Background: an optimization exercise with open tools, aiming at small area, a short achievable clock period and few clock cycles per item. Do not read the settings as production practice.
In this exercise RTL edits were held to simulation tests only and were not proved equivalent to the original.

## red
==> flow/design.v (excerpt) <==
module ser_top
(
    input  logic                       clk,
    input  logic                       reset,
    input  logic                       en,
    input  logic                       entry_valid,
    input  logic [29-1:0] entry_field_id,
    input  logic [5-1:0]     entry_type,
    input  logic                       entry_nested,
    input  logic [64-1:0]     addr,
    input  logic                       mem_rsp_valid,
    input  logic [63:0]                mem_rsp_data,
    output logic                       mem_req_valid,
    output logic                       mem_req_write,
    output logic [64-1:0]     mem_req_addr,
    output logic [8*10-1:0]    mem_req_data,
    output logic [10-1:0]      mem_req_lane_en,
    output logic                       ready,
    output logic                       done,
    output logic [64-1:0]     write_point
);
    localparam int NQ = 4;                  
    localparam int ND = 3;                  
    localparam int QP = $clog2(NQ);
    localparam int DP = $clog2(ND);
    localparam int C_I32 = 0;
    localparam int C_U32 = 1;
    localparam int C_S32 = 2;
    localparam int C_S64 = 3;
    logic                       ready_q;
    logic                       accept;
    logic                       in_close;
    logic                       in_scalar;
    logic [3:0]                 in_cls;
    logic [4:0]                 in_kl;           
    assign ready = ready_q;
    assign accept = ready_q && en && entry_valid;
    assign in_close = !entry_nested && (entry_field_id == '0);
    assign in_scalar = !entry_nested && (entry_field_id != '0);
  ...
Size in the first run: about 7700 cells after synthesis, about 390 I/O pins, ~97000 µm² of cells after synthesis.
export LEC_CHECK = 0
export CAP_MARGIN = 20
export CORE_MARGIN = 2
export CORE_UTILIZATION = 60
export CTS_CLUSTER_DIAMETER = 100
export CTS_CLUSTER_SIZE = 22
export SLEW_MARGIN = 20
create_clock -name core_clock -period 11.0 [get_ports {clk}]
standard.sh (not shown) runs the stock make flow with config.mk's settings and CLKGATE_MAP_FILE= SYNTH_SCRIPT=/design/flow/synth_recipe.tcl, a recipe that flattens the netlist after the stock synthesis.
==> flow/flow/run.sh <==
#!/bin/bash
# Standard layout, with the timing repair asked to leave more setup slack than
# the clock period needs (the clock period and constraints are unchanged).
set -o pipefail
bash standard.sh SETUP_SLACK_MARGIN=7.5 finish > flow_make.log 2>&1
Testbench counts of red, summed over its fixed seeds: cycles 4,678, entries 2,048.
The inputs of green differ from those of red as listed below.
diff --git a/flow/design.v b/flow/design.v
--- a/flow/design.v
+++ b/flow/design.v
@@ -128,23 +128,23 @@
     input  logic [63:0]                mem_rsp_data,
     output logic                       mem_req_valid,
     output logic                       mem_req_write,
     output logic [64-1:0]     mem_req_addr,
     output logic [8*10-1:0]    mem_req_data,
     output logic [10-1:0]      mem_req_lane_en,
     output logic                       ready,
     output logic                       done,
     output logic [64-1:0]     write_point
 );
     localparam int NQ = 4;                  
-    localparam int ND = 3;                  
+    localparam int ND = 4;                  
     localparam int QP = $clog2(NQ);
     localparam int DP = $clog2(ND);
     localparam int C_I32 = 0;
     localparam int C_U32 = 1;
     localparam int C_S32 = 2;
     localparam int C_S64 = 3;
     logic                       ready_q;
     logic                       accept;
     logic                       in_close;
     logic                       in_scalar;
     logic [3:0]                 in_cls;
Results
Status: area growth from synthesis to final layout parity (red, green). Looking at post-synthesis instance area across both flows, green is the weaker of the two, with red ahead. green against red; first-pass GRT wire length is up slightly. green vs. red: setup slack after layout went up by 0.13 ns. Delta (green minus red): die boundary height grew by 1.3%; required time of the critical path shrank by 2.72 ns; worst hold slack shrank by 0.0039 ns.
Testbench counts of green, summed over its fixed seeds: cycles 4,593, entries 2,048.

Starting RTL as in the previous note.
// ser_top
module ser_top
(
    input  logic                       clk,
    input  logic                       reset,
    input  logic                       en,
    input  logic                       entry_valid,
    input  logic [29-1:0] entry_field_id,
    input  logic [5-1:0]     entry_type,
    input  logic                       entry_nested,
    input  logic [64-1:0]     addr,
    input  logic                       mem_rsp_valid,
    input  logic [63:0]                mem_rsp_data,
    output logic                       mem_req_valid,
    output logic                       mem_req_write,
    output logic [64-1:0]     mem_req_addr,
    output logic [8*10-1:0]    mem_req_data,
    output logic [10-1:0]      mem_req_lane_en,
    output logic                       ready,
    output logic                       done,
    output logic [64-1:0]     write_point
);
    localparam int NQ = 4;                  
    localparam int ND = 3;                  
    localparam int QP = $clog2(NQ);
    localparam int DP = $clog2(ND);
    localparam int C_I32 = 0;
    localparam int C_U32 = 1;
    localparam int C_S32 = 2;
    localparam int C_S64 = 3;
    logic                       ready_q;
    logic                       accept;
    logic                       in_close;
    logic                       in_scalar;
  ...
==> flow/config.mk <==
export PLATFORM = sky130hd
export DESIGN_NAME = ser_top
export DESIGN_NICKNAME = ser_top
export VERILOG_FILES = /design/flow/design.v
export SDC_FILE = /design/flow/constraint.sdc
export NUM_CORES = 4
export LEC_CHECK = 0
export CAP_MARGIN = 20
export CORE_MARGIN = 2
export CORE_UTILIZATION = 60
export CTS_CLUSTER_DIAMETER = 100
export CTS_CLUSTER_SIZE = 22
export SLEW_MARGIN = 20
==> flow/constraint.sdc <==
create_clock -name core_clock -period 11.0 [get_ports {clk}]
set_input_delay 2.2000 -clock core_clock [delete_from_list [all_inputs] [get_ports {clk}]]
set_output_delay 2.2000 -clock core_clock [all_outputs]
set_load 0.01 [all_outputs]
==> flow/flow/run.sh <==
#!/bin/bash
# Standard layout, with the timing repair asked to leave more setup slack than
# the clock period needs (the clock period and constraints are unchanged).
set -o pipefail
bash standard.sh SETUP_SLACK_MARGIN=7.2 finish > flow_make.log 2>&1
Testbench counts at the start, summed over its fixed seeds: cycles 4,678, entries 2,048.
Then changed:
--- a/flow/design.v
+++ b/flow/design.v
@@ -130,19 +130,19 @@
     output logic                       mem_req_write,
     output logic [64-1:0]     mem_req_addr,
     output logic [8*10-1:0]    mem_req_data,
     output logic [10-1:0]      mem_req_lane_en,
     output logic                       ready,
     output logic                       done,
     output logic [64-1:0]     write_point
 );
     localparam int NQ = 4;                  
-    localparam int ND = 3;                  
+    localparam int ND = 4;                  
     localparam int QP = $clog2(NQ);
     localparam int DP = $clog2(ND);
     localparam int C_I32 = 0;
     localparam int C_U32 = 1;
     localparam int C_S32 = 2;
     localparam int C_S64 = 3;
     logic                       ready_q;
     logic                       accept;
     logic                       in_close;
Maximum frequency went down by 0.70%.
Register-to-register slack is worse by 0.03 ns.
Worst hold slack is worse by 0.016 ns.
Via count rose by 2.3%.
Area after synthesis came out higher by 2.6%.
Cell area came out higher by 2.4%.
Testbench counts after the change, summed over its fixed seeds: cycles 4,593, entries 2,048.

## what the ideal ports hide
The results above use ideal ports. As a check the final layouts listed here were re-extracted and re-timed, cells and wires unchanged.
Step 1: set_driving_cell puts a clkbuf_16 on clk and a buf_2 on each other input, an assumption about the parent block.
Step 2 times the ports against the registers' clock, not the clock port: input delays grow and output delays shrink by t, the midpoint of the rising clock arrivals with the driver on.
a / b / c = no drivers / after step 1 / after step 2; a / b = the first two.
run	t, ns	setup WS [ns]	worst data-port slew with drivers (ns)
red	0.886	7.177 / 7.177 / 6.681	0.13
green	0.860	7.308 / 7.222 / 6.568	0.21
the first run of note 2	0.857	7.187 / 7.100 / 6.501	0.14
the second run of note 2	0.878	7.161 / 7.116 / 6.474	0.12
After both steps setup and hold are still met in every run listed. For green, which loses most, drivers alone change the setup slack by -0.086 ns; drivers and shift together by -0.740 ns.
